From an optimization exercise on the open Yosys and OpenROAD flow, aimed at small area, a short achievable clock period and few clock cycles per item; shortcuts taken in it are not production practice. Only simulation tests tie the RTL to the original design; equivalence was not proved.

==> design/flow/design.v <==
`timescale 1ns / 1ps
`default_nettype none
package kft_pkg;
   localparam logic [1:0] MODE_SMOOTH = 2'd0;
   localparam logic [1:0] MODE_LINEAR = 2'd1;
   localparam logic [1:0] MODE_CONST  = 2'd2;
   localparam logic [31:0] TAN_INF = 32'h7FFF_FFFF;
endpackage
`default_nettype wire
`timescale 1ns / 1ps
`default_nettype none
module kft_absdiff
(
   input  wire logic [31:0] f,
   input  wire logic [31:0] s,
   output logic [31:0]      mag,
   output logic             neg,
   output logic             zero
);
   logic [32:0] x, y, p, g, gp, pp, c0, c1, sum0, sum1;
   always_comb begin
      x = {f[31], f};
      y = ~{s[31], s};
      p = x ^ y;
      g = x & y;
      gp = g;
      pp = p;
      for (int l = 0; l < 6; l++) begin
         for (int i = 0; i < 33; i++) begin
            if (((i >> l) & 1) == 1) begin
               gp[i] = gp[i] | (pp[i] & gp[((i >> l) << l) - 1]);
               pp[i] = pp[i] & pp[((i >> l) << l) - 1];
            end
         end
      end
      c0 = {gp[31:0], 1'b0};
      c1 = {gp[31:0] | pp[31:0], 1'b1};
      sum0 = p ^ c0;
      sum1 = p ^ c1;
      neg = sum1[32];
      mag = neg ? ~sum0[31:0] : sum1[31:0];
      zero = pp[32];
   end
endmodule
`default_nettype wire
`timescale 1ns / 1ps
`default_nettype none
module kft_divstep4
(
   input  wire logic [31:0] rem,
   input  wire logic [31:0] quo,
   input  wire logic [31:0] den,
   input  wire logic [33:0] den3,
   output logic             can_skip,
   output logic             can_skipb,
   output logic [1:0]       digit,
   output logic [31:0]      rem_step,
   output logic [31:0]      quo_step,
   output logic [31:0]      rem_skip,
   output logic [31:0]      quo_skip,
   output logic [31:0]      rem_skipb,
   output logic [31:0]      quo_skipb
);
   logic [31:0] lead;    
   logic [31:0] mask, maskb;
   logic [33:0] t;
   logic [34:0] d1, d2, d3;
   logic        ge1, ge2, ge3;
   kft_add #(.W(35)) u_s1 (.a({1'b0, rem, quo[31:30]}), .b(~{3'b000, den}), .cin(1'b1), .sum(d1));
   kft_add #(.W(35)) u_s2 (.a({1'b0, rem, quo[31:30]}), .b(~{2'b00, den, 1'b0}), .cin(1'b1), .sum(d2));
   kft_add #(.W(35)) u_s3 (.a({1'b0, rem, quo[31:30]}), .b(~{1'b0, den3}), .cin(1'b1), .sum(d3));
   always_comb begin
      lead[31] = den[31];
      for (int j = 30; j >= 0; j--) begin
         lead[j] = lead[j + 1] | den[j];
      end
      for (int i = 0; i < 32; i++) begin
         mask[i] = (i + 5 <= 31) ? ~lead[(i + 5 <= 31) ? i + 5 : 31] : 1'b1;
      end
      can_skip = lead[4] && ~|(rem & mask);
      for (int i = 0; i < 32; i++) begin
         maskb[i] = (i + 15 <= 31) ? ~lead[(i + 15 <= 31) ? i + 15 : 31] : 1'b1;
      end
      can_skipb = lead[14] && ~|(rem & maskb);
      t = {rem, quo[31:30]};
      ge1 = ~d1[34];
      ge2 = ~d2[34];
      ge3 = ~d3[34];
      if (ge3) begin
         digit = 2'd3;
         rem_step = d3[31:0];
      end else if (ge2) begin
         digit = 2'd2;
         rem_step = d2[31:0];
      end else if (ge1) begin
         digit = 2'd1;
         rem_step = d1[31:0];
      end else begin
         digit = 2'd0;
         rem_step = t[31:0];
      end
      quo_step = {quo[29:0], digit};
      rem_skip = {rem[27:0], quo[31:28]};
      quo_skip = {quo[27:0], 4'd0};
      rem_skipb = {rem[17:0], quo[31:18]};
      quo_skipb = {quo[17:0], 14'd0};
   end
endmodule
`default_nettype wire
`timescale 1ns / 1ps
`default_nettype none
module kft_add
#(
   parameter int W = 35
)
(
   input  wire logic [W-1:0] a,
   input  wire logic [W-1:0] b,
   input  wire logic         cin,
   output logic [W-1:0]      sum
);
   logic [W-1:0] p, g, gp, pp;
   always_comb begin
      p = a ^ b;
      g = a & b;
      gp = g;
      pp = p;
      gp[0] = g[0] | (p[0] & cin);
      for (int l = 0; l < $clog2(W); l++) begin
         for (int i = 0; i < W; i++) begin
            if (((i >> l) & 1) == 1) begin
               gp[i] = gp[i] | (pp[i] & gp[((i >> l) << l) - 1]);
               pp[i] = pp[i] & pp[((i >> l) << l) - 1];
            end
         end
      end
      sum = p ^ {gp[W-2:0], cin};
   end
endmodule
`default_nettype wire
`timescale 1ns / 1ps
`default_nettype none
module keyframe_tangent_unit
#(
   parameter int FRAC_BITS = 16
)
(
   input  wire logic        clock,
   input  wire logic        reset,
   input  wire logic        csr_wen,
   input  wire logic [1:0]  csr_wdata,    
   input  wire logic        req_tvalid,
   output logic             req_tready,
   input  wire logic [63:0] req_tdata,    
   input  wire logic        req_tlast,
   output logic             rsp_tvalid,
   input  wire logic        rsp_tready,
   output logic [63:0]      rsp_tdata,    
   output logic [9:0]       rsp_tuser,    
   output logic             rsp_tlast
);
   typedef enum logic [2:0] {S_PLAN, S_TIN, S_M2, S_M3, S_M4, S_DIV} state_type;
   typedef enum logic [1:0] {K_TIN, K_LIN, K_SM, K_RAT} kind_type;
   localparam logic [1:0] SEL_NK = 2'd0, SEL_KP = 2'd1, SEL_NP = 2'd2;
   logic [1:0]  mode_ff;
   logic [31:0] pt_ff, pv_ff, kt_ff, kv_ff, nt_ff, nv_ff;
   logic        hasp_ff, hask_ff, hasn_ff;
   logic        klin_ff, kconst_ff, nlin_ff, nconst_ff;    
   logic        klast_ff, nlast_ff;
   logic        sx1_ff, sy1_ff, zx1_ff, zy1_ff;    
   state_type   state_ff;
   kind_type    kind_ff;
   logic [1:0]  xsel_ff, ysel_ff;
   logic [31:0] rem_ff, den_ff;
   logic [5:0]  cnt_ff;
   logic        neg_ff, first_ff, ovf_ff, dz_ff, tin0_ff;
   logic        sok_ff, al4_ff, zsm_ff;
   logic        psok_ff, pok_ff;                   
   logic        hiseg_ff;                          
   logic [31:0] odhi_ff, odlo_ff;
   logic        ov_ff, olast_ff;
   localparam int QD = 4;
   logic [2:0]  fcnt_ff;
   logic [2:0]  fq_ff [QD];                       
   logic [1:0]  omode_ff;
   logic [31:0] xf, xs, yf, ys, xmag, ymag;
   logic        xneg, xzero, yneg, yzero;
   logic        can_skip, can_skipb, do_skipb;
   logic [1:0]  digit;
   logic [31:0] rem_step, quo_step, rem_skip, quo_skip, rem_skipb, quo_skipb;
   logic [33:0] den3_ff;
   logic        den3ok_ff;
   kft_absdiff u_x (.f(xf), .s(xs), .mag(xmag), .neg(xneg), .zero(xzero));
   kft_absdiff u_y (.f(yf), .s(ys), .mag(ymag), .neg(yneg), .zero(yzero));
   kft_divstep4 u_div (
      .rem(rem_ff), .quo(odlo_ff), .den(den_ff), .den3(den3_ff), .can_skip(can_skip),
      .can_skipb(can_skipb), .rem_skipb(rem_skipb), .quo_skipb(quo_skipb),
      .digit(digit),
      .rem_step(rem_step), .quo_step(quo_step), .rem_skip(rem_skip), .quo_skip(quo_skip)
   );
   logic        hasn_eff, ready, wr_ok, is_lin, is_const, need_tin, smooth_full, smooth_ok;
   logic        first_move, plan_go, plan_tin, plan_lin, plan_sm, plan_simple;
   logic        zero_res, adv, adv_r;
   logic        space, od_idle, od_idle_r, plan_base, m3_go, m4_go, push, pop;
   logic        div_pend, ahead_ff, sm_fast;
   logic [2:0]  fq_in;
   localparam logic [1:0] R_ZERO = 2'd0, R_CONST = 2'd1, R_LINT = 2'd2, R_LIN0 = 2'd3;
   logic        do_skip, ovf_now, div_last, rc1, rc2, dysmall;
   logic [31:0] aq_ff;                            
   logic        fin;
   logic        den_load, stall;
   logic [33:0] den3;
   kft_add #(.W(34)) u_den3 (.a({2'b00, den_ff}), .b({1'b0, den_ff, 1'b0}), .cin(1'b0), .sum(den3));
   logic [31:0] tq, tin;
   always_comb begin
      hasn_eff = hasn_ff && !klast_ff;
      ready = hask_ff && (hasn_eff || klast_ff);
      wr_ok = !ov_ff || rsp_tready;
      space = (fcnt_ff != 3'(QD)) || (!ov_ff && !div_pend);
      od_idle = (fcnt_ff == 3'd0) && wr_ok;
      od_idle_r = (fcnt_ff == 3'd0) && !ov_ff;
      is_lin = hasn_eff ? nlin_ff : klin_ff;
      is_const = hasn_eff ? nconst_ff : kconst_ff;
      need_tin = is_lin && hasp_ff && !hiseg_ff;
      smooth_full = !is_lin && !is_const && hasp_ff && hasn_eff && !(pok_ff && !psok_ff);
      first_move = (state_ff == S_PLAN) && !hask_ff && hasn_ff;
      div_pend = (state_ff == S_DIV) &&
                 ((kind_ff == K_LIN) || (kind_ff == K_SM));
      plan_base = ((state_ff == S_PLAN) || div_pend) && ready;
      plan_tin = (state_ff == S_PLAN) && plan_base && need_tin && od_idle;
      plan_lin = (state_ff == S_PLAN) && plan_base && !need_tin && is_lin && hasn_eff && od_idle;
      plan_sm = (state_ff == S_PLAN) && plan_base && !need_tin && smooth_full && space;
      plan_simple = plan_base && !need_tin && !(is_lin && hasn_eff) && !smooth_full && space;
      plan_go = plan_lin || plan_sm || plan_simple;
      zero_res = ((state_ff == S_M2) && !sok_ff) || ((state_ff == S_M3) && dz_ff) ||
                 ((state_ff == S_M4) && zsm_ff);
      m3_go = (state_ff == S_M3) && !dz_ff && od_idle;
      m4_go = (state_ff == S_M4) && !zsm_ff && od_idle;
      adv = plan_simple || plan_lin || zero_res || m4_go;
      adv_r = ((state_ff == S_PLAN) && ready && !need_tin && !smooth_full &&
               ((is_lin && hasn_eff) ? od_idle_r : space)) ||
              zero_res || ((state_ff == S_M4) && !zsm_ff && od_idle_r);
      push = plan_simple || zero_res;
      if (plan_simple && is_const) begin
         fq_in = {!hasn_eff, R_CONST};
      end else if (plan_simple && is_lin) begin
         fq_in = {!hasn_eff, hasp_ff ? R_LINT : R_LIN0};
      end else begin
         fq_in = {plan_simple && !hasn_eff, R_ZERO};
      end
      pop = (fcnt_ff != 3'd0) && wr_ok && !div_pend;
      sm_fast = fin && div_pend && ready && smooth_full && pok_ff && psok_ff && space;
      xf = (xsel_ff == SEL_KP) ? kt_ff : nt_ff;
      xs = (xsel_ff == SEL_NK) ? kt_ff : pt_ff;
      yf = (ysel_ff == SEL_KP) ? kv_ff : nv_ff;
      ys = (ysel_ff == SEL_NK) ? kv_ff : pv_ff;
      smooth_ok = !zx1_ff && !zy1_ff && !xzero && !yzero && ((sx1_ff ^ sy1_ff) == (xneg ^ yneg));
      do_skipb = can_skipb && (cnt_ff >= 6'd16);
      do_skip = do_skipb || (can_skip && (cnt_ff >= 6'd6));
      stall = !do_skip && !den3ok_ff;
      ovf_now = first_ff && digit[1] && !do_skip && !stall;
      div_last = ovf_ff || (!do_skip && !stall && (cnt_ff == 6'd2));
      if (dz_ff) begin
         tq = 32'd0;
      end else if (ovf_ff) begin
         tq = neg_ff ? 32'h8000_0000 : kft_pkg::TAN_INF;
      end else if (neg_ff) begin
         tq = (digit == 2'd0) ? {aq_ff[29:0], 2'b00} : {~odlo_ff[29:0], 2'd0 - digit};
      end else begin
         tq = {odlo_ff[29:0], digit};
      end
      tin = tin0_ff ? 32'd0 : odhi_ff;
      fin = (state_ff == S_DIV) && div_last && (kind_ff != K_RAT);
      dysmall = (den_ff[31:2] == 30'd0) && (den_ff[1:0] != 2'b11);
      rc1 = (digit == 2'd3);
      rc2 = (digit == 2'd0);
      den_load = plan_lin || (state_ff == S_TIN) || ((state_ff == S_M2) && sok_ff) || m4_go;
   end
   function automatic logic [63:0] align(input logic [31:0] mag, input logic x4,
                                         input logic ratio);
      if (ratio) begin
         align = {mag, 32'd0};
      end else if (x4) begin
         align = {14'd0, mag, 18'd0};
      end else begin
         align = {16'd0, mag, 16'd0};
      end
   endfunction
   always_ff @(posedge clock) begin
      if (csr_wen) begin
         mode_ff <= csr_wdata;
      end
      if (ov_ff && rsp_tready) begin
         ov_ff <= 1'b0;
      end
      xsel_ff <= SEL_NK;
      ysel_ff <= SEL_NK;
      den3_ff <= den3;
      den3ok_ff <= !den_load;
      psok_ff <= smooth_ok;
      pok_ff <= (state_ff == S_DIV) && hask_ff && hasp_ff && hasn_eff &&
                !adv;
      if (push && div_pend) begin
         ahead_ff <= 1'b1;
      end
      if (plan_go && hasn_eff) begin
         sx1_ff <= xneg;  sy1_ff <= yneg;
         zx1_ff <= xzero; zy1_ff <= yzero;
      end
      if (push) begin
         hiseg_ff <= 1'b0;
      end
      if (pop) begin
         ov_ff <= 1'b1;
         olast_ff <= fq_ff[0][2];
         unique case (fq_ff[0][1:0])
            R_CONST: begin
               omode_ff <= kft_pkg::MODE_CONST;
               odhi_ff <= kft_pkg::TAN_INF;
               odlo_ff <= kft_pkg::TAN_INF;
            end
            R_LINT: begin
               omode_ff <= kft_pkg::MODE_LINEAR;
               odhi_ff <= 32'd0;
               odlo_ff <= odhi_ff;
            end
            R_LIN0: begin
               omode_ff <= kft_pkg::MODE_LINEAR;
               odhi_ff <= 32'd0;
               odlo_ff <= 32'd0;
            end
            default: begin
               omode_ff <= kft_pkg::MODE_SMOOTH;
               odhi_ff <= 32'd0;
               odlo_ff <= 32'd0;
            end
         endcase
      end
      for (int i = 0; i < QD; i++) begin
         if (pop) begin
            if (i + 1 < QD) fq_ff[i] <= fq_ff[(i + 1 < QD) ? i + 1 : i];
            if (push && (3'(i) + 3'd1 == fcnt_ff)) fq_ff[i] <= fq_in;
         end else if (push && (3'(i) == fcnt_ff)) begin
            fq_ff[i] <= fq_in;
         end
      end
      if (push && !pop) begin
         fcnt_ff <= fcnt_ff + 3'd1;
      end else if (pop && !push) begin
         fcnt_ff <= fcnt_ff - 3'd1;
      end
      if (first_move) begin
         kt_ff <= nt_ff;  kv_ff <= nv_ff;
         klin_ff <= nlin_ff;  kconst_ff <= nconst_ff;  klast_ff <= nlast_ff;
         hask_ff <= 1'b1;  hasp_ff <= 1'b0;  hasn_ff <= 1'b0;
      end
      if (adv) begin
         if (klast_ff) begin
            hasp_ff <= 1'b0;
            if (hasn_ff) begin
               kt_ff <= nt_ff;  kv_ff <= nv_ff;
               klin_ff <= nlin_ff;  kconst_ff <= nconst_ff;  klast_ff <= nlast_ff;
               hasn_ff <= 1'b0;
            end else begin
               hask_ff <= 1'b0;
            end
         end else begin
            pt_ff <= kt_ff;  pv_ff <= kv_ff;
            kt_ff <= nt_ff;  kv_ff <= nv_ff;
            klin_ff <= nlin_ff;  kconst_ff <= nconst_ff;  klast_ff <= nlast_ff;
            hasp_ff <= 1'b1;  hasn_ff <= 1'b0;
         end
      end
      unique case (state_ff)
         S_PLAN: begin
            if (plan_tin) begin
               state_ff <= S_TIN;
               xsel_ff <= SEL_KP;
               ysel_ff <= SEL_KP;
            end else if (plan_lin) begin
               {rem_ff, odlo_ff} <= align(ymag, 1'b0, 1'b0);
               den_ff <= xmag;
               dz_ff <= xzero;
               neg_ff <= xneg ^ yneg;
               cnt_ff <= 6'd32;
               first_ff <= 1'b1;
               ovf_ff <= 1'b0;
               tin0_ff <= !hasp_ff;
               kind_ff <= K_LIN;
               ahead_ff <= 1'b0;
               state_ff <= S_DIV;
            end else if (plan_sm) begin
               sok_ff <= smooth_ok;
               state_ff <= S_M2;
               xsel_ff <= SEL_NP;
               ysel_ff <= SEL_NP;
            end
         end
         S_TIN: begin
            {rem_ff, odlo_ff} <= align(ymag, 1'b0, 1'b0);
            den_ff <= xmag;
            dz_ff <= xzero;
            neg_ff <= xneg ^ yneg;
            cnt_ff <= 6'd32;
            first_ff <= 1'b1;
               ovf_ff <= 1'b0;
            kind_ff <= K_TIN;
            state_ff <= S_DIV;
         end
         S_M2: begin
            if (!sok_ff) begin
               state_ff <= S_PLAN;
            end else begin
               den_ff <= ymag;
               dz_ff <= xzero || yzero;
               state_ff <= S_M3;
               ysel_ff <= SEL_KP;
            end
         end
         S_M3: begin
            if (dz_ff) begin
               state_ff <= S_PLAN;
            end else if (m3_go) begin
               {rem_ff, odlo_ff} <= align(ymag, 1'b0, 1'b1);
               dz_ff <= 1'b0;
               cnt_ff <= 6'd2;
               first_ff <= 1'b1;
               ovf_ff <= 1'b0;
               kind_ff <= K_RAT;
               state_ff <= S_DIV;
            end else begin
               ysel_ff <= SEL_KP;
            end
         end
         S_M4: begin
            if (m4_go) begin
               {rem_ff, odlo_ff} <= align(ymag, al4_ff, 1'b0);
               den_ff <= xmag;
               dz_ff <= 1'b0;
               neg_ff <= xneg ^ yneg;
               cnt_ff <= 6'd32;
               first_ff <= 1'b1;
               ovf_ff <= 1'b0;
               kind_ff <= K_SM;
               ahead_ff <= 1'b0;
               state_ff <= S_DIV;
            end else if (zsm_ff) begin
               state_ff <= S_PLAN;
            end else begin
               xsel_ff <= xsel_ff;
               ysel_ff <= ysel_ff;
            end
         end
         S_DIV: begin
            if (ovf_now) begin
               ovf_ff <= 1'b1;
            end
            if (do_skipb) begin
               aq_ff <= {aq_ff[17:0], 14'd0};
            end else if (do_skip) begin
               aq_ff <= {aq_ff[27:0], 4'd0};
            end else if (digit == 2'd0) begin
               aq_ff <= {aq_ff[29:0], 2'b00};
            end else begin
               aq_ff <= {~odlo_ff[29:0], 2'd0 - digit};
            end
            if (do_skipb) begin
               first_ff <= 1'b0;
               rem_ff <= rem_skipb;
               odlo_ff <= quo_skipb;
               cnt_ff <= cnt_ff - 6'd14;
            end else if (do_skip) begin
               first_ff <= 1'b0;
               rem_ff <= rem_skip;
               odlo_ff <= quo_skip;
               cnt_ff <= cnt_ff - 6'd4;
            end else if (!stall) begin
               first_ff <= 1'b0;
               rem_ff <= rem_step;
               odlo_ff <= quo_step;
               cnt_ff <= cnt_ff - 6'd2;
            end
            if (div_last && (kind_ff == K_RAT)) begin
               zsm_ff <= rc2 && dysmall;
               al4_ff <= !(rc1 && dysmall) && (rc1 || rc2);
               xsel_ff <= SEL_NP;
               ysel_ff <= rc1 ? (dysmall ? SEL_NP : SEL_NK) : (rc2 ? SEL_KP : SEL_NP);
               state_ff <= S_M4;
            end
         end
         default: state_ff <= S_PLAN;
      endcase
      if (fin) begin
         state_ff <= S_PLAN;
         unique case (kind_ff)
            K_TIN: begin
               odhi_ff <= tq;
               hiseg_ff <= 1'b1;
            end
            K_LIN: begin
               ov_ff <= 1'b1;
               omode_ff <= kft_pkg::MODE_LINEAR;
               olast_ff <= 1'b0;
               odhi_ff <= tq;
               odlo_ff <= tin;
               hiseg_ff <= !(ahead_ff || push);
            end
            default: begin
               ov_ff <= 1'b1;
               omode_ff <= kft_pkg::MODE_SMOOTH;
               olast_ff <= 1'b0;
               odhi_ff <= tq;
               odlo_ff <= tq;
               hiseg_ff <= 1'b0;
            end
         endcase
      end
      if (sm_fast) begin
         sx1_ff <= xneg;  sy1_ff <= yneg;
         zx1_ff <= xzero; zy1_ff <= yzero;
         sok_ff <= 1'b1;
         state_ff <= S_M2;
         xsel_ff <= SEL_NP;
         ysel_ff <= SEL_NP;
      end
      if (req_tvalid && req_tready) begin
         nt_ff <= req_tdata[31:0];
         nv_ff <= req_tdata[63:32];
         nlin_ff <= (mode_ff == kft_pkg::MODE_LINEAR);
         nconst_ff <= (mode_ff == kft_pkg::MODE_CONST);
         nlast_ff <= req_tlast;
         hasn_ff <= 1'b1;
      end
      if (reset) begin
         mode_ff <= kft_pkg::MODE_SMOOTH;
         hasp_ff <= 1'b0;
         hask_ff <= 1'b0;
         hasn_ff <= 1'b0;
         ov_ff <= 1'b0;
         fcnt_ff <= 3'd0;
         hiseg_ff <= 1'b0;
         state_ff <= S_PLAN;
         xsel_ff <= SEL_NK;
         ysel_ff <= SEL_NK;
      end
   end
   always_comb begin
      req_tready = !hasn_ff || adv_r || first_move;
      rsp_tvalid = ov_ff;
      rsp_tdata = {odhi_ff, odlo_ff};
      rsp_tlast = olast_ff;
      unique case (omode_ff)
         kft_pkg::MODE_LINEAR: rsp_tuser = {4'd2, 4'd2, 1'b1, 1'b0};
         kft_pkg::MODE_CONST:  rsp_tuser = {4'd3, 4'd3, 1'b1, 1'b1};
         default:              rsp_tuser = {4'd4, 4'd4, 1'b1, 1'b0};
      endcase
   end
endmodule
`default_nettype wire
==> design/flow/flow/run.sh <==
#!/bin/bash
# Standard layout, with repair_timing aiming below the design's period.
set -o pipefail
export SETUP_SLACK_MARGIN=6.3
bash standard.sh > standard.log 2>&1
==> design/flow/standard.sh <==
#!/bin/bash
# synth_recipe.tcl (not shown) runs the flow's synth.tcl, then flattens the netlist and writes it again
# the make line also repeats each setting of config.mk as NAME=value (left out here)
make -C /OpenROAD-flow-scripts/flow DESIGN_CONFIG=/design/flow/config.mk WORK_HOME=/design/flow/orfs CLKGATE_MAP_FILE= SYNTH_SCRIPT=/design/flow/synth_recipe.tcl "${@:-finish}"
==> design/flow/config.mk <==
export PLATFORM = sky130hd
export DESIGN_NAME = keyframe_tangent_unit
export DESIGN_NICKNAME = keyframe_tangent_unit
export VERILOG_FILES = /design/flow/design.v
export SDC_FILE = /design/flow/constraint.sdc
export NUM_CORES = 4
export LEC_CHECK = 0
export CAP_MARGIN = 20
export CORE_MARGIN = 2
export CORE_UTILIZATION = 40
export PLACE_DENSITY = 0.6
export SLEW_MARGIN = 20
==> design/flow/constraint.sdc <==
create_clock -name core_clock -period 11.0 [get_ports {clock}]
set_input_delay 2.2000 -clock core_clock [delete_from_list [all_inputs] [get_ports {clock}]]
set_output_delay 2.2000 -clock core_clock [all_outputs]
set_load 0.01 [all_outputs]
==> metrics.md, run 1 <==
| Metric | Value |
|---|---|
| Max_cap viols | `0` |
| Yosys warnings | `6` |
| # IOs | `149` |
| DIE AREA | `83600 um^2` |
| Area Overhead vs Synth | `19.1%` |
| Core area | `80500 um^2` |
| Dpl ws | `4.92 ns` |
| Endpoints failing setup | `0` |
| Routability congestion estimate | `0.994` |
| Type of destination of the critical path | `register` |
| Critical Path AT | `4.99 ns` |
| Fin Setup TNS | `0 ns` |
| Vias/cell | `6.10` |
| H-tree depth | `2` |
| Slew headroom | `17.7%` |
| Period utilization | `42.1%` |
| Post-route ant nets | `0` |
| Hpwl dp | `81.5 mm` |
| Clk Tree Root Cell | `clkbuf_16` |
| DP Area | `roughly 35000 um^2` |
| Total grt overflow | `0` |
| Crit Path Max Fanout | `54` |
| Final Hold Slack | `between 0.4 and 0.5 ns` |
| Worst hold path type | `reg2reg` |
| Maximum clock path buffer count | `3` |
| Final net count | `about 4000` |
| Worst setup margin | `6.37 ns` |
| Layout cell share with drive strength beyond 1 | `13.9%` |
| First-pass GRT wire length | `172 mm` |
| CTS tree | `built` |
| RSZ-0062 raised after global routing | `false` |
| Die Wd | `between 200 and 300 um` |
| Clock sinks | `around 450` |
| Worst-Margin Slew | `1.23 ns` |
| Initial antenna violation count | `1` |
| Final min period | `4.63 ns` |
| Seq cells post-synth | `roughly 450` |
| CP required | `between 10 and 15 ns` |
| Post-synth ARST share | `0%` |
| Vias in the first global route | `26785` |
| Largest net degree at the start of global routing | `75` |
| Worst setup SP type | `register` |
| Hold Path Stages | `2` |
| Avg WL per Cell | `between 20 and 25 um` |
| Max Clk Rate | `216 MHz` |
| Post-synth EDFFs | `between 300 and 400` |
| Clk latency of the worst-skew pair | `~0.64 ns` |
| Syn Inst Count | `3421` |
| GRT Overall Usage | `27.0%` |
| Final Hold Fails | `0` |
| Worst r2r path cells | `11` |
| Worst-path clk slew | `0.06 ns` |
| IO buf count | `145` |
| Ys flop type | `edfxtp_1` |
| Synthesized area per cell | `9.51 um^2` |
| Pins Over Slew Limit | `0` |
| Via count | `between 20000 and 30000` |
| DRC Markers | `0` |
| Clock Skews | `0.0350 ns` |
| Row Count | `about 100` |
| DR iter-0 viols | `approximately 3500` |
| DRT Wirelength | `117 mm` |
| Post-synthesis sequential area ratio | `between 30% and 40%` |
| Initial Util | `40.4%` |
| CTS Buf Count | `53` |
| Crit Path Class | `reg2reg` |
| Post-synth cell types | `106` |
| Outcome | `complete, no violations` |
| Die H | `between 200 and 300 um` |
| Post-Layout Inst Area | `around 39000 um^2` |
| Mapped Area | `32500 um^2` |
| First-pass DRT Iterations | `7` |
layer usage:
layer	global-route usage, %	wire (um)
met5	0	13
met4	9.88	4500
met3	6.10	12600
met2	40.4	50600
met1	37.9	49100
cell type report:
class	count	area [um^2]
fillers	7565	41800
multi-input cells	2639	19600
flip-flops and latches	445	12400
repair buffers	295	2870
clock buffers	59	1370
well taps	1060	1330
inverters	163	638
clock inverters	39	552
diodes	2	5.00
Yosys cell counts, types with 14 or more instances:
master	n	share of area, %
dfxtp_1	97	6.0
o22ai_1	18	0.35
a211o_1	22	0.59
a211oi_1	51	1.2
nor2_1	236	2.7
nand4_1	19	0.37
nand2_1	272	3.1
o21a_1	28	0.65
o211ai_1	44	1.0
nor3_1	81	1.2
o21bai_1	15	0.35
a221o_1	40	1.2
buf_2	31	0.48
a21o_1	68	1.6
o21ai_0	307	4.7
a21oi_1	231	3.6
or3_1	27	0.52
and2_1	83	1.6
xor2_1	69	1.9
o2111ai_1	19	0.51
a22oi_1	17	0.39
a221oi_1	33	0.89
xnor2_1	80	2.2
ha_1	233	9.0
inv_1	160	1.8
buf_1	15	0.17
and3_1	23	0.44
buf_4	16	0.37
fa_1	28	1.7
a31oi_1	29	0.56
mux2i_1	148	4.6
mux2_2	72	2.5
nand2b_1	43	0.83
nor2b_1	27	0.52
nor4_1	20	0.38
edfxtp_1	348	32
nand3_1	44	0.68
clkbuf_1	107	1.2
o21ai_1	15	0.23
o221ai_1	14	0.38
worst paths after layout:
kind          startpoint     endpoint  slack [ns]
max reg2reg   den_ff[31]   rem_ff[10]        6.37
max           den_ff[31]   rem_ff[10]        6.37
min          omode_ff[1]  omode_ff[1]        0.47
min reg2reg  omode_ff[1]  omode_ff[1]        0.47
timing repair:
| item | CTS | global route |
|---|---|---|
| hold buffers | 0 | 0 |
| setup endpoints to repair | 278 | 225 |
| cloned | 6 | 5 |
| pin swaps | 6 | 22 |
| gates resized for setup | 110 | 105 |
| setup buffers | 49 | 46 |
kinds of logic after synthesis:
family                     synth area share (%)
muxes                                      7.09
and+or+nand+nor                            14.1
buffers and inverters                      4.39
AOI/OAI and AO/OA                          21.6
DFF                                        38.1
adders and majority gates                  10.7
xor gates and xnor gates                   4.08
other                                    0.0231
worst max-delay path: stages (launching register included):
cell,delay [ns]
edfxtp_1,0.58
inv_1,0.23
ha_1,0.39
nor3b_2,0.33
nand3_2,0.25
or4_4,0.56
nor2_4,0.14
a211o_2,0.16
buf_4,0.55
buf_6,0.45
a21oi_1,0.26
or3_1,0.43
stage by stage:
step / utilization [%] / instances
global route: 48.1 / 4700
CTS: 47.0 / 4649
floorplan: - / 3422
global placement: 43.4 / 4496
detailed placement: 43.4 / 4496
finish: 48.1 / 4702
cells in the final DEF (no fill, tap or decap), types with 68 or more instances in the layout:
cell,n
a21o_1,68
o21ai_0,285
and2_1,83
nand2_1,266
nor2_1,230
mux2_2,72
buf_4,126
clkdlybuf4s50_1,144
edfxtp_1,348
ha_1,220
xnor2_1,70
mux2i_1,136
a21oi_1,224
dfxtp_1,91
inv_1,147
nor3_1,77
Testbench counts, summed over its fixed seeds: cycles 46,414, items 8,035.
==> run 2, diff against run 1 <==
--- a/design/flow/design.v
+++ b/design/flow/design.v
@@ -223,7 +223,7 @@
       is_const = hasn_eff ? nconst_ff : kconst_ff;
       need_tin = is_lin && hasp_ff && !hiseg_ff;
       smooth_full = !is_lin && !is_const && hasp_ff && hasn_eff && !(pok_ff && !psok_ff);
-      first_move = (state_ff == S_PLAN) && !hask_ff && hasn_ff;
+      first_move = !hask_ff && hasn_ff;
       div_pend = (state_ff == S_DIV) &&
                  ((kind_ff == K_LIN) || (kind_ff == K_SM));
       plan_base = ((state_ff == S_PLAN) || div_pend) && ready;
==> design/flow/flow/run.sh (replaced) <==
#!/bin/bash
# Standard layout, with repair_timing aiming below the design's period.
set -o pipefail
export SETUP_SLACK_MARGIN=6.45
bash standard.sh > standard.log 2>&1
==> run 2 against run 1 <==
Synthesized cell count decreased by 0.99%; global-route usage increased by 0.98 points; first-iteration DRC count decreased by 2.4%; via count increased by 0.65%; utilization increased by 1.0 points; register-to-register slack about the same; still clean; clock-buffer cell count increased by 1; cell count increased by 0.49%.
==> metrics.md, run 2 <==
| Metric | Value |
|---|---|
| Via count | `28888` |
| Post-Layout Inst Area | `39600 um^2` |
| Final net count | `a little under 4000` |
| Worst-path clk slew | `0.06 ns` |
| Post-synth EDFFs | `343` |
| Crit-path cells | `buf_4, or4_1, nor3_2, a21boi_0, o31a_1, or4_1, buf_4, and2_0, buf_4, nand2_1, a21o_1, o21ai_0, o211ai_1` |
| GRT Overall Usage | `28.0%` |
| Syn Inst Count | `3387` |
| Initial Util | `approximately two fifths` |
| Hold Buf Count CTS | `0` |
| Post-synthesis sequential area ratio | `37.9%` |
| Endpoints failing setup | `0` |
| Crit Path Max Fanout | `13` |
| Clock Skews | `0.0129 ns` |
| Most common cell in the netlist | `edfxtp_1` |
| Vias in the first global route | `27161` |
| Layout cell share with drive strength beyond 1 | `16.7%` |
| DRC Markers | `0` |
| Type of destination of the critical path | `register` |
| Post-synth ARST share | `0%` |
| # IOs | `149` |
| DRT Wirelength | `121 mm` |
| H-tree depth | `2` |
| Mapped Area | `32600 um^2` |
| Ys flop type | `edfxtp_1` |
| IO buf count | `145` |
| DP Area | `35100 um^2` |
| Worst setup margin | `between 6 and 7 ns` |
| Yosys top cell by area | `edfxtp_1` |
| Area Overhead vs Synth | `21.5%` |
| DR iter-0 viols | `roughly 3400` |
| Commonest non-fill, non-tap cell in the layout | `edfxtp_1` |
| Top cells by area, synth | `edfxtp_1, ha_1, dfxtp_1` |
| Worst-Margin Slew | `0.998 ns` |
| Synthesized area per cell | `9.62 um^2` |
| Initial antenna violation count | `0` |
| Max_cap viols | `0` |
| Core area | `80500 um^2` |
| Die Wd | `around 290 um` |
| Worst setup SP type | `register` |
| Synth top cells by count | `edfxtp_1, a21oi_1, o21ai_0, ha_1, nand2_1` |
| Commonest cells after routing, fill and taps aside | `edfxtp_1, a21oi_1, o21ai_0` |
| Fin Setup TNS | `0 ns` |
| Critical Path AT | `4.96 ns` |
| Pins Over Slew Limit | `0` |
| Final min period | `4.62 ns` |
| Clk latency of the worst-skew pair | `around 0.64 ns` |
| Post-route ant nets | `0` |
| Most common cell on crit path | `buf_4` |
| First-pass DRT Iterations | `8` |
| Seq cells post-synth | `445` |
| Crit Path Class | `reg2reg` |
| Largest net degree at the start of global routing | `68` |
| CP required | `11.33 ns` |
| CTS Buf Count | `54` |
| Clock sinks | `~450` |
| Max Clk Rate | `between 200 and 250 MHz` |
| Vias/cell | `6.11` |
| Period utilization | `42.0%` |
| Dpl ws | `4.94 ns` |
| Top-area cell type share of the netlist area | `a little under a third` |
| Hpwl dp | `84.4 mm` |
| Final Hold Fails | `0` |
| Row Count | `104` |
| Crit-path max cell delay | `0.56 ns` |
| Die H | `289 um` |
| First-pass GRT wire length | `approximately 180 mm` |
| Slew headroom | `between 30 and 40%` |
| Maximum clock path buffer count | `3` |
| Avg WL per Cell | `~26 um` |
| Clk Tree Root Cell | `clkbuf_16` |
| DIE AREA | `~84000 um^2` |
| Routability congestion estimate | `about 1.0` |
| RSZ-0062 raised after global routing | `true` |
| Yosys warnings | `6` |
| Worst hold path type | `reg2reg` |
| Outcome | `complete, no violations` |
| Total grt overflow | `0` |
| Slowest stage cell, crit path | `or4_1` |
| Post-synth cell types | `107` |
| CTS tree | `built` |
-- run 2: cell count changes after synthesis, sizes merged, moves of 38 or more --
cell    change
a21oi      +83
nor2b      +61
nor3       -38
and2       -61
o221ai     +38
nand2      -42
o21ai      -61
-- run 2: worst paths after layout --
path,startpoint,endpoint,slack (ns),depth (start not counted)
worst min register to register,olast_ff,olast_ff,0.45,2
worst min-delay path,olast_ff,olast_ff,0.45,2
worst max-delay path,den_ff[18],rem_ff[11],6.38,13
worst max register to register,den_ff[18],rem_ff[11],6.38,13
-- run 2: logic make-up (layout without fill, tap and decap cells) --
family / Yosys count / in the layout / synth area share [%]
xor+xnor: 178 / 178 / 4.81
fa+ha+maj: 261 / 261 / 10.7
mux: 249 / 249 / 7.98
other cells: 2 / 5 / 0.0231
simple gates: 825 / 829 / 12.5
compound gates: 1092 / 1092 / 21.8
flops: 445 / 445 / 37.9
buf+inv: 335 / 606 / 4.28
-- run 2: area by class of cell --
| cell class | instances | area [um^2] |
|---|---|---|
| Multi-Input combinational cell | 2612 | 20000 |
| Timing Repair Buffer | 350 | 3370 |
| Timing Repair inverter | 1 | 8.76 |
| Tap cell | 1060 | 1330 |
| Clock inverter | 41 | 449 |
| Sequential cell | 445 | 12400 |
| Fill cell | 7370 | 41000 |
| Antenna cell | 2 | 5.00 |
| Inverter | 154 | 617 |
| Clock buffer | 60 | 1380 |
-- run 2: per-stage QoR --
step | cells | util (%) | hold WS (ns)
floorplan | 3388 | - | 0.410
global placement | 4470 | 43.6 | 0.446
detailed placement | 4470 | 43.6 | 0.446
CTS | 4659 | 47.7 | 0.455
global route | 4723 | 49.1 | 0.480
finish | 4725 | 49.1 | 0.454
-- run 2: layer usage --
metal | vias to the layer above | global-route usage, % | routed length [um]
met5 | - | 0 | 0
met1 | 14021 | 38.2 | 50600
li1 | 13140 | - | -
met3 | 296 | 5.92 | 11600
met2 | 1431 | 43.4 | 54100
met4 | 0 | 10.5 | 5160
-- run 2: worst max-delay path, delay by kind of cell, from the launching register on --
family / cells / cell delay (ns)
simple gates: 5 / 1.56
compound gates: 5 / 1.42
buf+inv: 3 / 0.77
flops: 1 / 0.53
-- run 2: timing repair --
item | in CTS | in global routing
setup endpoints to repair | 267 | 213
resized for setup | 145 | 113
pin swaps | 21 | 34
cloned | 6 | 7
buffers inserted | 82 | 57
Testbench counts of run 2, summed over its fixed seeds: cycles 45,596, items 8,035.
==> run 3, diff against run 2 <==
==> design/flow/flow/run.sh (replaced) <==
#!/bin/bash
# Standard layout, with repair_timing aiming below the design's period.
set -o pipefail
export SETUP_SLACK_MARGIN=6.3
export TNS_END_PERCENT=5
bash standard.sh > standard.log 2>&1
==> run 3 against run 2 <==
Via count decreased by 2.1%; still clean; setup slack worse by 0.27 ns; clock-buffer cell count up 12; register-to-register slack worse by 0.27 ns; largest cell class unchanged; worst hold slack gained 0.0055 ns; non-clock buffer count fell by 93; utilization fell by 1.8 points; routed wire length is 3.8% lower.
==> metrics.md, run 3 <==
| Metric | Value |
|---|---|
| Worst-path clk slew | `0.06 ns` |
| Max Clk Rate | `205 MHz` |
| Fin Setup TNS | `0 ns` |
| # IOs | `approximately 150` |
| Family with the most delay on the worst path | `simple AND/OR/NAND/NOR gates` |
| Combinational family with the most area after synthesis | `compound AO/OA/AOI/OAI gates` |
| Post-synthesis simple-gate area fraction | `12.5%` |
| RSZ-0062 raised after global routing | `true` |
| Endpoints failing setup | `0` |
| Total grt overflow | `0` |
| Die H | `around 290 um` |
| Crit Path Max Fanout | `13` |
| DR iter-0 viols | `3298` |
| Post-synth ARST share | `0%` |
| Final Hold Slack | `0.459 ns` |
| CTS tree | `built` |
| Mapped Area | `approximately 33000 um^2` |
| Worst hold path type | `reg2reg` |
| Hold Path Stages | `2` |
| First-pass GRT wire length | `172 mm` |
| GRT Overall Usage | `27.2%` |
| Critical Path AT | `about 5.3 ns` |
| Met3 WL | `11.7 mm` |
| Most common cell on crit path | `buf_4` |
| CP bufs+invs | `3` |
| Final Hold Fails | `0` |
| Post-synthesis adder-cell area fraction | `between 10% and 20%` |
| Hold Path End | `olast_ff` |
| Layout cell share with drive strength beyond 1 | `12.5%` |
| Ys flop type | `edfxtp_1` |
| Clock Skews | `0.0229 ns` |
| RR Startpoint | `den_ff[31]` |
| CP required | `11.38 ns` |
| R2r setup slk | `6.11 ns` |
| Worst setup SP type | `register` |
| DIE AREA | `83700 um^2` |
| Max_cap viols | `0` |
| Post-route ant nets | `0` |
| IO buf count | `145` |
| Yosys top cell by area | `edfxtp_1` |
| Period utilization | `44.4%` |
| Synthesized area per cell | `roughly 9.6 um^2` |
| Yosys warnings | `6` |
| Synth Area in XOR/XNOR | `4.81%` |
| Maximum clock path buffer count | `3` |
| Worst-Margin Slew | `1.13 ns` |
| Hold Crit Start | `olast_ff` |
| Syn Inst Count | `~3400` |
| Filler cell count | `7510` |
| Post-synth EDFFs | `343` |
| Outcome | `complete, no violations` |
| Most common cell in the netlist | `edfxtp_1` |
| Slew headroom | `23.8%` |
| Clock sinks | `445` |
| CTS Buf Count | `53` |
| Final min period | `4.89 ns` |
| H-tree depth | `2` |
| Top Metal Used | `met5` |
| Row Count | `between 100 and 150` |
| Post-synthesis sequential area ratio | `37.9%` |
| Initial antenna violation count | `2` |
| Synth top cells by count | `edfxtp_1, a21oi_1, o21ai_0, ha_1, nand2_1` |
| Hpwl dp | `83.0 mm` |
| Crit-path cells | `inv_1, ha_1, nor3b_2, and4_1, o31a_1, or4_1, buf_4, and2_1, nand2_1, nor2_2, buf_4, a221oi_1, a211o_1` |
| Critical Path Start | `den_ff[31]` |
| Final net count | `3855` |
| Initial Util | `40.4%` |
| Commonest non-fill, non-tap cell in the layout | `edfxtp_1` |
| Mux cell area share after synthesis | `7.98%` |
| Critical R2R Capture | `rem_ff[9]` |
| Die Wd | `289 um` |
| Pins Over Slew Limit | `0` |
| Routed metal-1 wirelength | `49.3 mm` |
| Largest net degree at the start of global routing | `slightly below 70` |
| Vias/cell | `between 6 and 7` |
| Levels on crit path | `13` |
| Clk Tree Root Cell | `clkbuf_16` |
| Compound-Gate Fraction of Synth Area | `21.8%` |
| Slowest stage cell, crit path | `edfxtp_1` |
| Worst r2r path cells | `13` |
| Met2 Wirelength | `about 51 mm` |
| Top cells by area, synth | `edfxtp_1, ha_1, dfxtp_1` |
| Crit-path max cell delay | `approximately 0.49 ns` |
| Clk latency of the worst-skew pair | `0.63 ns` |
| Post-synth cell types | `107` |
| First-pass DRT Iterations | `8` |
| Commonest cells after routing, fill and taps aside | `edfxtp_1, a21oi_1, o21ai_0` |
| Type of destination of the critical path | `register` |
| Crit Path Class | `reg2reg` |
| Routability congestion estimate | `1.04` |
| Core area | `80500 um^2` |
| Via count | `between 20000 and 30000` |
| Avg WL per Cell | `25.2 um` |
| Vias in the first global route | `26585` |
| Area Overhead vs Synth | `16.9%` |
| Seq cells post-synth | `445` |
| Hold Buf Count CTS | `0` |
| DRT Wirelength | `~120 mm` |
| Top-area cell type share of the netlist area | `31.6%` |
| DRC Markers | `0` |
-- run 3: cell counts after synthesis --
Identical to the previous run, type by type.
-- run 3: kinds of logic after synthesis --
logic type               Yosys count
adder cells (fa/ha/maj)          261
multiplexers                     249
flip-flops                       445
AND/OR/NAND/NOR                  825
XOR/XNOR                         178
other                              2
AO/OA/AOI/OAI                   1092
buffers and inverters            335
-- run 3: layer usage --
metal  GRT usage [%]  vias to the layer above
met5               0                        -
met4            9.74                        4
met3            5.36                      296
met2            41.5                     1450
met1            38.2                    13612
li1                -                    12930
-- run 3: worst max-delay path by stage --
stage and end:
6_report rem_ff[9], 5_1_grt odlo_ff[8], 4_1_cts req_tready, 3_5_place_dp odlo_ff[26]
3_3_place_gp odlo_ff[26], 2_1_floorplan register
-- run 3: repair_timing --
item	4_1_cts	5_1_grt
cloned	3	2
pin swaps	10	11
endpoints found under the hold margin	0	0
resized for setup	78	80
endpoints found under the setup margin	265	223
buffers inserted	34	20
-- run 3: cell type report --
| class | count | area [um^2] | share of cell area [%] |
|---|---|---|---|
| Clock inverter | 27 | 269 | 0.706 |
| Sequential cell | 445 | 12400 | 32.4 |
| Clock buffer | 72 | 1460 | 3.83 |
| Tap cell | 1060 | 1330 | 3.48 |
| Antenna cell | 1 | 2.50 | 0.00657 |
| Inverter | 154 | 599 | 1.57 |
| Timing Repair Buffer | 257 | 2490 | 6.54 |
| Multi-Input combinational cell | 2611 | 19600 | 51.4 |
-- run 3: stage by stage --
step                util, %  instance area (um^2)  setup WS, ns  cells
finish                 47.3                 38100          6.11   4627
global route           47.3                 38100          6.15   4626
CTS                    46.7                 37600          6.11   4604
detailed placement     43.6                 35100          4.90   4468
global placement       43.6                 35100          4.93   4468
floorplan                 -                 32600          5.80   3388
-- run 3: worst min-delay path, delay by kind of cell, from the launching register on --
kind	cells	cell delay [ns]
flip-flops	1	0.31
AND/OR/NAND/NOR	1	0.05
AO/OA/AOI/OAI	1	0.05
==> run 4, diff against run 3 <==
==> design/flow/flow/run.sh (replaced) <==
#!/bin/bash
# Standard layout, with repair_timing aiming below the design's period.
set -o pipefail
export SETUP_SLACK_MARGIN=6.3
bash standard.sh > standard.log 2>&1
==> run 4 against run 3 <==
Still clean on timing, DRC and antenna; non-clock buffer count increased by 34; maximum frequency increased by 4.2%; via count increased by 1.0%; sequential share of layout area decreased by 0.44 points; final area increased by 1.4%; sequential cell count unchanged; register-to-register slack improved by 0.20 ns; critical path depth increased by 1; setup slack improved by 0.20 ns; first-iteration DRC count decreased by 5.1%; critical endpoint is now rem_ff[8].
==> metrics.md, run 4 <==
| Metric | Value |
|---|---|
| DRT Wirelength | `~120 mm` |
| Post-synthesis sequential area ratio | `around 38%` |
| Post-synth cell types | `roughly 110` |
| Cell count after placement | `4469` |
| CTS Buf Count | `53` |
| GRT Overall Usage | `between 20 and 30%` |
| Yosys top cell by area | `edfxtp_1` |
| Worst setup SP type | `register` |
| CTS tree | `built` |
| Top-area cell type share of the netlist area | `31.6%` |
| RSZ-0062 raised after global routing | `false` |
| H-tree depth | `2` |
| Final Hold Fails | `0` |
| Worst-path clk slew | `0.06 ns` |
| Worst setup margin | `6.31 ns` |
| Period utilization | `between 40% and 50%` |
| # IOs | `between 100 and 150` |
| Maximum clock path buffer count | `3` |
| Commonest cells after routing, fill and taps aside | `edfxtp_1, a21oi_1, o21ai_0` |
| Initial antenna violation count | `2` |
| Top cells by area, synth | `edfxtp_1, ha_1, dfxtp_1` |
| Crit Path Max Fanout | `25` |
| DIE AREA | `83700 um^2` |
| Initial Util | `between 40% and 50%` |
| Largest net degree at the start of global routing | `68` |
| First-pass GRT wire length | `174 mm` |
| Max_cap viols | `0` |
| Yosys warnings | `6` |
| IO buf count | `between 100 and 150` |
| Vias/cell | `about 6` |
| DRC Markers | `0` |
| Post-synth ARST share | `0%` |
| Crit Path Class | `reg2reg` |
| Via count | `28577` |
| Critical Path AT | `5.03 ns` |
| Vias in the first global route | `27106` |
| Avg WL per Cell | `about 25 um` |
| Fin Setup TNS | `0 ns` |
| Layout cell share with drive strength beyond 1 | `between 10% and 20%` |
| Total grt overflow | `0` |
| Ys flop type | `edfxtp_1` |
| Most common cell in the netlist | `edfxtp_1` |
| Endpoints failing setup | `0` |
| Final min period | `roughly 4.7 ns` |
| Seq cells post-synth | `about 450` |
| Hpwl dp | `approximately 84 mm` |
| Final Hold Slack | `0.460 ns` |
| DR iter-0 viols | `3129` |
| Post-synth EDFFs | `around 340` |
| Max Clk Rate | `213 MHz` |
| Area Overhead vs Synth | `18.6%` |
| Clock sinks | `445` |
| Routability congestion estimate | `0.985` |
| Synth top cells by count | `edfxtp_1, a21oi_1, o21ai_0, ha_1, nand2_1` |
| Commonest non-fill, non-tap cell in the layout | `edfxtp_1` |
| Clk latency of the worst-skew pair | `0.63 ns` |
| Die Wd | `289 um` |
| Core area | `80500 um^2` |
| Pins Over Slew Limit | `0` |
| First-pass DRT Iterations | `7` |
| Worst hold path type | `reg2reg` |
| Worst-Margin Slew | `1.10 ns` |
| Antenna cells | `0` |
| Syn Inst Count | `3387` |
| Die H | `289 um` |
| Outcome | `complete, no violations` |
| Row Count | `104` |
| Mapped Area | `32600 um^2` |
| Type of destination of the critical path | `register` |
| Clk Tree Root Cell | `clkbuf_16` |
| Utilization after layout | `48.0%` |
| Synthesized area per cell | `between 9 and 10 um^2` |
| Final net count | `3891` |
| Clock Skews | `0.0179 ns` |
| CP required | `11.34 ns` |
| Dpl ws | `4.74 ns` |
| DP Area | `between 30000 and 40000 um^2` |
| Post-route ant nets | `0` |
| Slew headroom | `around a quarter` |
| Post-Layout Inst Area | `38600 um^2` |
| Post-Layout Cell Count | `4661` |
run 4: logic make-up after synthesis:
family          synth area share (%)
fa+ha+maj                       10.7
mux                             7.98
buf+inv                         4.28
simple gates                    12.5
other cells                   0.0231
compound gates                  21.8
flops                           37.9
xor+xnor                        4.81
run 4: final timing paths:
check	slack, ns	end	start	cells after the start
worst max-delay path	6.31	rem_ff[8]	den_ff[31]	14
worst max register to register	6.31	rem_ff[8]	den_ff[31]	14
worst min register to register	0.46	ahead_ff	ahead_ff	2
worst min-delay path	0.46	ahead_ff	ahead_ff	2
run 4: area by class of cell:
class	count	area, um^2
Fill cell	7547	41900
Multi-Input combinational cell	2612	19800
Sequential cell	445	12400
Timing Repair Buffer	291	2800
Clock buffer	67	1400
Tap cell	1060	1330
Inverter	154	617
Clock inverter	31	328
Timing Repair inverter	1	8.76
run 4: critical path: stages, from the launching register on:
cell       delay [ns]
edfxtp_1         0.49
inv_1            0.23
ha_1             0.37
nor3b_2          0.44
and4_1           0.42
nand4_1          0.13
a221o_1          0.45
nand3_4          0.25
nand2_1          0.12
buf_4            0.32
nor2_4           0.33
buf_4            0.28
a21oi_1          0.10
o211ai_1         0.25
o2111ai_1        0.19
run 4: repair_timing:
item	4_1_cts	5_1_grt
setup endpoints to repair	228	262
pin swaps	14	19
buffers inserted	55	31
gates cloned	4	4
hold buffers	0	0
gates resized for setup	104	93
run 4: routing by layer:
layer / wire length [um] / global-route usage (%)
met2: 51800 / 42.2
met1: 50400 / 37.8
met4: 5130 / 10.6
met5: 107 / 0.682
met3: 11300 / 6.15
==> run 5, diff against run 4 <==
==> design/flow/flow/run.sh (replaced) <==
#!/bin/bash
# Standard layout, with repair_timing aiming below the design's period.
set -o pipefail
export SETUP_SLACK_MARGIN=6.3
export BUFFER_PORTS_ARGS="-buffer_cell sky130_fd_sc_hd__buf_1"
bash standard.sh > standard.log 2>&1
==> run 5 against run 4 <==
Register-to-register slack worse by 0.03 ns; routed wire length decreased by 0.57%; global-route usage down 0.17 points; sequential cell count unchanged; clock-buffer cell count did not move; clock skew is 0.0089 ns higher; critical endpoint unchanged; highest routed layer unchanged.
==> metrics.md, run 5 <==
| Metric | Value |
|---|---|
| CTS tree | `built` |
| DRT Wirelength | `118 mm` |
| Final Hold Slack | `0.459 ns` |
| Mapped Area | `32600 um^2` |
| R2r setup slk | `6.28 ns` |
| Final min period | `around 4.7 ns` |
| Post-synth ARST share | `0%` |
| First-pass DRT Iterations | `6` |
| Yosys top cell by area | `edfxtp_1` |
| Critical R2R Capture | `rem_ff[8]` |
| Row Count | `~100` |
| Core area | `80500 um^2` |
| Maximum clock path buffer count | `3` |
| Vias/cell | `just over 6` |
| Pins Over Slew Limit | `0` |
| Critical Path Start | `den_ff[31]` |
| Slowest stage cell, crit path | `o211ai_1` |
| Worst hold path type | `reg2reg` |
| DR iter-0 viols | `2950` |
| Hpwl dp | `83.9 mm` |
| DRC Markers | `0` |
| Syn Inst Count | `3387` |
| Fin Setup TNS | `0 ns` |
| Period utilization | `42.9%` |
| Family with the most delay on the worst path | `simple AND/OR/NAND/NOR gates` |
| Synth top cells by count | `edfxtp_1, a21oi_1, o21ai_0, ha_1, nand2_1` |
| Ys flop type | `edfxtp_1` |
| Initial antenna violation count | `2` |
| Endpoints failing setup | `0` |
| Final net count | `3875` |
| Levels on crit path | `12` |
| Synthesized area per cell | `9.62 um^2` |
| Layout cell share with drive strength beyond 1 | `a little over an eighth` |
| GRT Overall Usage | `27.4%` |
| Vias in the first global route | `26742` |
| RR Startpoint | `den_ff[31]` |
| Area Overhead vs Synth | `15.0%` |
| Crit Path Class | `reg2reg` |
| Yosys warnings | `6` |
| Max Clk Rate | `212 MHz` |
| First-pass GRT wire length | `173 mm` |
| Critical Path AT | `5.08 ns` |
| Worst setup SP type | `register` |
| Type of destination of the critical path | `register` |
| Commonest cells after routing, fill and taps aside | `edfxtp_1, a21oi_1, o21ai_0` |
| DIE AREA | `83700 um^2` |
| Filler cell count | `about 7500` |
| Hold Buf Count CTS | `0` |
| Post-synth EDFFs | `about 340` |
| Top-area cell type share of the netlist area | `between 30% and 40%` |
| Die H | `289 um` |
| Post-synth cell types | `107` |
| Initial Util | `40.4%` |
| Worst r2r path cells | `12` |
| Largest net degree at the start of global routing | `66` |
| Total grt overflow | `0` |
| Clock sinks | `445` |
| RSZ-0062 raised after global routing | `true` |
| Worst Setup EP | `rem_ff[8]` |
| Clk latency of the worst-skew pair | `0.63 ns` |
| Crit-path cells | `inv_1, ha_1, nor3b_2, and4_1, nand4_1, a221o_1, nand3_4, nand2_8, nor2_1, nand2_2, o211ai_1, o2111ai_1` |
| Most common cell in the netlist | `edfxtp_1` |
| IO buf count | `145` |
| Die Wd | `slightly below 300 um` |
| Avg WL per Cell | `25.4 um` |
| Post-route ant nets | `0` |
| Crit Path Max Fanout | `26` |
| Commonest non-fill, non-tap cell in the layout | `edfxtp_1` |
| Via count | `28344` |
| Routability congestion estimate | `0.973` |
| Max_cap viols | `0` |
| Post-synthesis sequential area ratio | `37.9%` |
| Worst-Margin Slew | `1.14 ns` |
| Worst-path clk slew | `0.07 ns` |
| CTS Buf Count | `53` |
| Clk Tree Root Cell | `clkbuf_16` |
| Final Hold Fails | `0` |
| Seq cells post-synth | `445` |
| Outcome | `complete, no violations` |
| Crit-path max cell delay | `between 0.5 and 0.6 ns` |
| Top cells by area, synth | `edfxtp_1, ha_1, dfxtp_1` |
| CP bufs+invs | `1` |
| Slew headroom | `between 20% and 30%` |
| # IOs | `149` |
| Clock Skews | `0.0267 ns` |
| CP required | `11.35 ns` |
| H-tree depth | `2` |
## run 5: cell counts after synthesis
No cell type changed its count.
## run 5: how the worst min path moves through the flow
stage,slack [ns],cells after the start,from,endpoint
floorplan,0.41,0,den_ff[0],den3_ff[0]
global placement,0.44,2,ahead_ff,ahead_ff
detailed placement,0.45,2,omode_ff[1],omode_ff[1]
CTS,0.46,2,omode_ff[1],omode_ff[1]
global route,0.48,2,omode_ff[1],omode_ff[1]
finish,0.46,2,omode_ff[1],omode_ff[1]
## run 5: cells by family after synthesis
group	after synthesis	share of synthesized area [%]
other	2	0.0231
adders and majority gates	261	10.7
buffers and inverters	335	4.28
AOI/OAI and AO/OA	1092	21.8
and+or+nand+nor	825	12.5
DFF	445	37.9
xor gates and xnor gates	178	4.81
muxes	249	7.98
## run 5: worst reg2reg max path: stages (launching register included)
cell       delay [ns]
edfxtp_1         0.49
inv_1            0.20
ha_1             0.33
nor3b_2          0.39
and4_1           0.42
nand4_1          0.14
a221o_1          0.48
nand3_4          0.25
nand2_8          0.24
nor2_1           0.46
nand2_2          0.33
o211ai_1         0.57
o2111ai_1        0.18
## run 5: final cells by class
| cell class | instances | area [um^2] | area share [%] |
|---|---|---|---|
| Multi-Input combinational cell | 2611 | 19700 | 52.6 |
| Sequential cell | 445 | 12400 | 33.0 |
| Timing Repair Buffer | 276 | 1750 | 4.66 |
| Clock buffer | 67 | 1430 | 3.82 |
| Tap cell | 1060 | 1330 | 3.54 |
| Inverter | 154 | 608 | 1.62 |
| Clock inverter | 33 | 279 | 0.745 |
| Timing Repair inverter | 1 | 8.76 | 0.0234 |
| Antenna cell | 1 | 2.50 | 0.00668 |
## run 5: metal layers
metal | up-vias | share of wire (%) | global-route usage [%]
met4 | 2 | 4.3 | 10.4
li1 | 12991 | - | -
met5 | - | 0.011 | 0
met2 | 1358 | 44 | 42.1
met3 | 278 | 9.2 | 5.99
met1 | 13715 | 43 | 37.6
## run 5: repair_timing
action | 4_1_cts | 5_1_grt
gates resized for setup | 93 | 67
pin swaps | 14 | 14
cloned | 5 | 2
setup endpoints to repair | 316 | 202
buffers inserted | 38 | 37
## run 5: through the flow
| stage | instance area (um^2) | worst slack [ns] | std cells | utilization [%] |
|---|---|---|---|---|
| 2_1_floorplan | 32600 | 5.80 | 3388 | - |
| 3_3_place_gp | 34200 | 4.79 | 4464 | 42.4 |
| 3_5_place_dp | 34200 | 4.79 | 4465 | 42.4 |
| 4_1_cts | 36800 | 6.24 | 4608 | 45.7 |
| 5_1_grt | 37400 | 6.29 | 4647 | 46.5 |
| 6_report | 37400 | 6.28 | 4648 | 46.5 |
==> run 6, diff against run 5 <==
==> design/flow/flow/run.sh (replaced) <==
#!/bin/bash
# Standard layout, with repair_timing aiming below the design's period.
set -o pipefail
export SETUP_SLACK_MARGIN=6.3
export BUFFER_PORTS_ARGS="-buffer_cell sky130_fd_sc_hd__buf_2"
bash standard.sh > standard.log 2>&1
--- a/design/flow/config.mk
+++ b/design/flow/config.mk
@@ -8,5 +8,6 @@
 export CAP_MARGIN = 20
 export CORE_MARGIN = 2
 export CORE_UTILIZATION = 40
+export GPL_ROUTABILITY_DRIVEN = 0
 export PLACE_DENSITY = 0.6
 export SLEW_MARGIN = 20
==> run 6 against run 5 <==
Register-to-register slack got worse by 0.10 ns; still clean; maximum frequency decreased by 2.1%; non-clock buffer count increased by 21; largest cell class unchanged; highest routed layer unchanged; clock skew decreased by 0.00085 ns; synthesized cell count unchanged; worst hold slack got worse by 0.0078 ns; setup slack got worse by 0.10 ns; global-route usage decreased by 0.73 points.
==> metrics.md, run 6 <==
| Metric | Value |
|---|---|
| Post-synth cell types | `107` |
| Crit Path Max Fanout | `10` |
| Worst hold path type | `reg2reg` |
| First-pass GRT wire length | `170 mm` |
| Synth top cells by count | `edfxtp_1, a21oi_1, o21ai_0, ha_1, nand2_1` |
| CTS Buf Count | `53` |
| Layout cell share with drive strength beyond 1 | `18.4%` |
| Crit Path Class | `reg2reg` |
| Post-synthesis sequential area ratio | `37.9%` |
| Mapped Area | `32600 um^2` |
| Post-synth ARST share | `0%` |
| Initial antenna violation count | `2` |
| DR iter-0 viols | `~3100` |
| Clock Skews | `0.0259 ns` |
| Synthesized area per cell | `9.62 um^2` |
| Fin Setup TNS | `0 ns` |
| Post-synth EDFFs | `343` |
| Period utilization | `43.9%` |
| Outcome | `complete, no violations` |
| Via count | `between 20000 and 30000` |
| Worst setup SP type | `register` |
| Final Hold Fails | `0` |
| Endpoints failing setup | `0` |
| Post-route ant nets | `0` |
| Top cells by area, synth | `edfxtp_1, ha_1, dfxtp_1` |
| RSZ-0062 raised after global routing | `true` |
| Maximum clock path buffer count | `3` |
| Worst-Margin Slew | `1.19 ns` |
| Commonest cells after routing, fill and taps aside | `edfxtp_1, a21oi_1, o21ai_0` |
| H-tree depth | `2` |
| R2r setup slk | `6.17 ns` |
| DIE AREA | `between 80000 and 90000 um^2` |
| Worst Setup EP | `rem_ff[9]` |
| CP bufs+invs | `2` |
| Row Count | `~100` |
| First-pass DRT Iterations | `5` |
| CTS tree | `built` |
| Vias/cell | `a little over 6` |
| Final net count | `3896` |
| Pins Over Slew Limit | `0` |
| Crit-path cells | `inv_1, ha_1, nor3b_2, and4_1, o31a_1, or4_1, buf_4, and2_1, nand2_1, nor2_4, a221oi_2, a211o_1` |
| Initial Util | `40.4%` |
| Slowest stage cell, crit path | `edfxtp_1` |
| Critical Path AT | `5.21 ns` |
| Cell count after placement | `around 4500` |
| Most common cell in the netlist | `edfxtp_1` |
| Avg WL per Cell | `24.7 um` |
| Antenna cells | `0` |
| Critical Path Start | `den_ff[31]` |
| Vias in the first global route | `27019` |
| Total grt overflow | `0` |
| Clk latency of the worst-skew pair | `0.64 ns` |
| Family with the most delay on the worst path | `simple AND/OR/NAND/NOR gates` |
| Slew headroom | `20.2%` |
| Die H | `between 200 and 300 um` |
| GRT Overall Usage | `26.7%` |
| Type of destination of the critical path | `register` |
| Hold Crit Start | `olast_ff` |
| Ys flop type | `edfxtp_1` |
| Max Clk Rate | `207 MHz` |
| Max_cap viols | `0` |
| DRT Wirelength | `115 mm` |
| Clk Tree Root Cell | `clkbuf_16` |
| DRC Markers | `0` |
| Largest net degree at the start of global routing | `67` |
| Top-area cell type share of the netlist area | `31.6%` |
| Critical R2R Capture | `rem_ff[9]` |
| Hpwl dp | `81.8 mm` |
| Worst-path clk slew | `approximately 0.070 ns` |
| Post-Layout Cell Count | `4667` |
| Yosys top cell by area | `edfxtp_1` |
| Syn Inst Count | `~3400` |
| Area Overhead vs Synth | `16.3%` |
| Commonest non-fill, non-tap cell in the layout | `edfxtp_1` |
| # IOs | `149` |
| Levels on crit path | `12` |
| Yosys warnings | `6` |
| IO buf count | `145` |
| Worst r2r path cells | `12` |
| Core area | `80500 um^2` |
| Final min period | `4.83 ns` |
| Crit-path max cell delay | `between 0.4 and 0.5 ns` |
| Die Wd | `between 200 and 300 um` |
| Seq cells post-synth | `445` |
| CP required | `11.39 ns` |
| RR Startpoint | `den_ff[31]` |
| Clock sinks | `445` |
==> run 6: changes by cell type in the layout (fill, tap and decap cells not counted), sizes merged <==
cell      previous run  this run
bufinv               4         7
clkinvlp             5         4
and2                24        25
inv                155       159
nand3               38        37
buf                272       294
clkinv              24        21
clkbuf              71        66
diode                1         0
==> run 6: worst min-delay path, stage by stage, from the launching register on <==
cell,delay (ns)
dfxtp_1,0.30
nand2_1,0.05
a21oi_1,0.05
==> run 6: area by class of cell <==
class                   count  area, um^2
clock buffers              63        1370
multi-input cells        2611       19700
repair buffers            297        2060
repair inverters            1        8.76
clock inverters            36         400
fillers                  7547       42700
well taps                1060        1330
inverters                 154         613
flip-flops and latches    445       12400
==> run 6: worst min path at each step <==
stage                       to  cells past startpoint
floorplan           den3_ff[0]                      0
global placement    den3_ff[0]                      0
detailed placement  den3_ff[0]                      0
CTS                   olast_ff                      2
global route        den3_ff[0]                      0
finish                olast_ff                      2
==> run 6: metal layers <==
metal / global-route usage, % / wire (um) / up-vias
met3: 5.78 / 11600 / 337
met5: 0 / 23 / -
met1: 36.0 / 47200 / 13685
met4: 12.2 / 6070 / 4
li1: - / - / 13003
met2: 40.8 / 50200 / 1491
==> run 6: timing repair <==
item	4_1_cts	5_1_grt
gates resized for setup	88	97
setup endpoints to repair	160	207
hold buffers	0	0
gates cloned	3	3
setup buffers	67	32
pin swaps	12	18
==> run 6: logic make-up after synthesis <==
logic type	count (synthesis)	synth area share [%]
compound gates	1092	21.8
xor+xnor	178	4.81
mux	249	7.98
other cells	2	0.0231
simple gates	825	12.5
fa+ha+maj	261	10.7
buf+inv	335	4.28
flops	445	37.9
==> run 6: metrics by stage <==
step	cell area, um^2	hold slack, ns	utilization [%]	setup slack (ns)
floorplan	32600	0.410	-	5.80
global placement	34300	0.439	42.6	5.19
detailed placement	34300	0.445	42.6	5.22
CTS	37100	0.457	46.1	6.31
global route	37900	0.470	47.0	6.18
finish	37900	0.451	47.0	6.17

## what the ideal ports hide
Ports are ideal in the flow. The routed layouts listed here were re-timed in OpenROAD. Step 1 (the two cells are an assumption about what drives the block):
set clk [get_ports {clock}]
set_driving_cell -lib_cell sky130_fd_sc_hd__clkbuf_16 $clk
set_driving_cell -lib_cell sky130_fd_sc_hd__buf_2 [delete_from_list [all_inputs] $clk]
Step 2 moves the port delays by t, midway between the first and last clock arrival at a register: inputs arrive t later, outputs are due t later. That takes back most of the time a late clock gives input paths. Three values: ideal ports, drivers, drivers and shift; two values: the first two.
| run | t, ns | setup WS [ns] | hold slack, ns | worst setup path at the end | worst slew at a driven data input, ns |
|---|---|---|---|---|---|
| run 1 | 0.695 | 6.365 / 6.330 / 5.729 | 0.468 / 0.468 / 0.468 | input to register | 0.05 |
| run 2 | 0.696 | 6.380 / 6.372 / 5.894 | 0.454 / 0.454 / 0.454 | input to register | 0.07 |
| run 3 | 0.689 | 6.112 / 6.112 / 5.738 | 0.459 / 0.459 / 0.459 | input to register | 0.07 |
| run 4 | 0.690 | 6.311 / 6.311 / 5.806 | 0.460 / 0.460 / 0.460 | input to register | 0.08 |
| run 5 | 0.684 | 6.277 / 6.277 / 5.860 | 0.459 / 0.459 / 0.459 | input to register | 0.06 |
| run 6 | 0.688 | 6.174 / 6.174 / 5.962 | 0.451 / 0.451 / 0.451 | input to register | 0.06 |
After both steps every run listed still meets setup and hold. For run 1, which loses most, drivers alone change the setup slack by -0.035 ns; drivers and shift together by -0.636 ns.
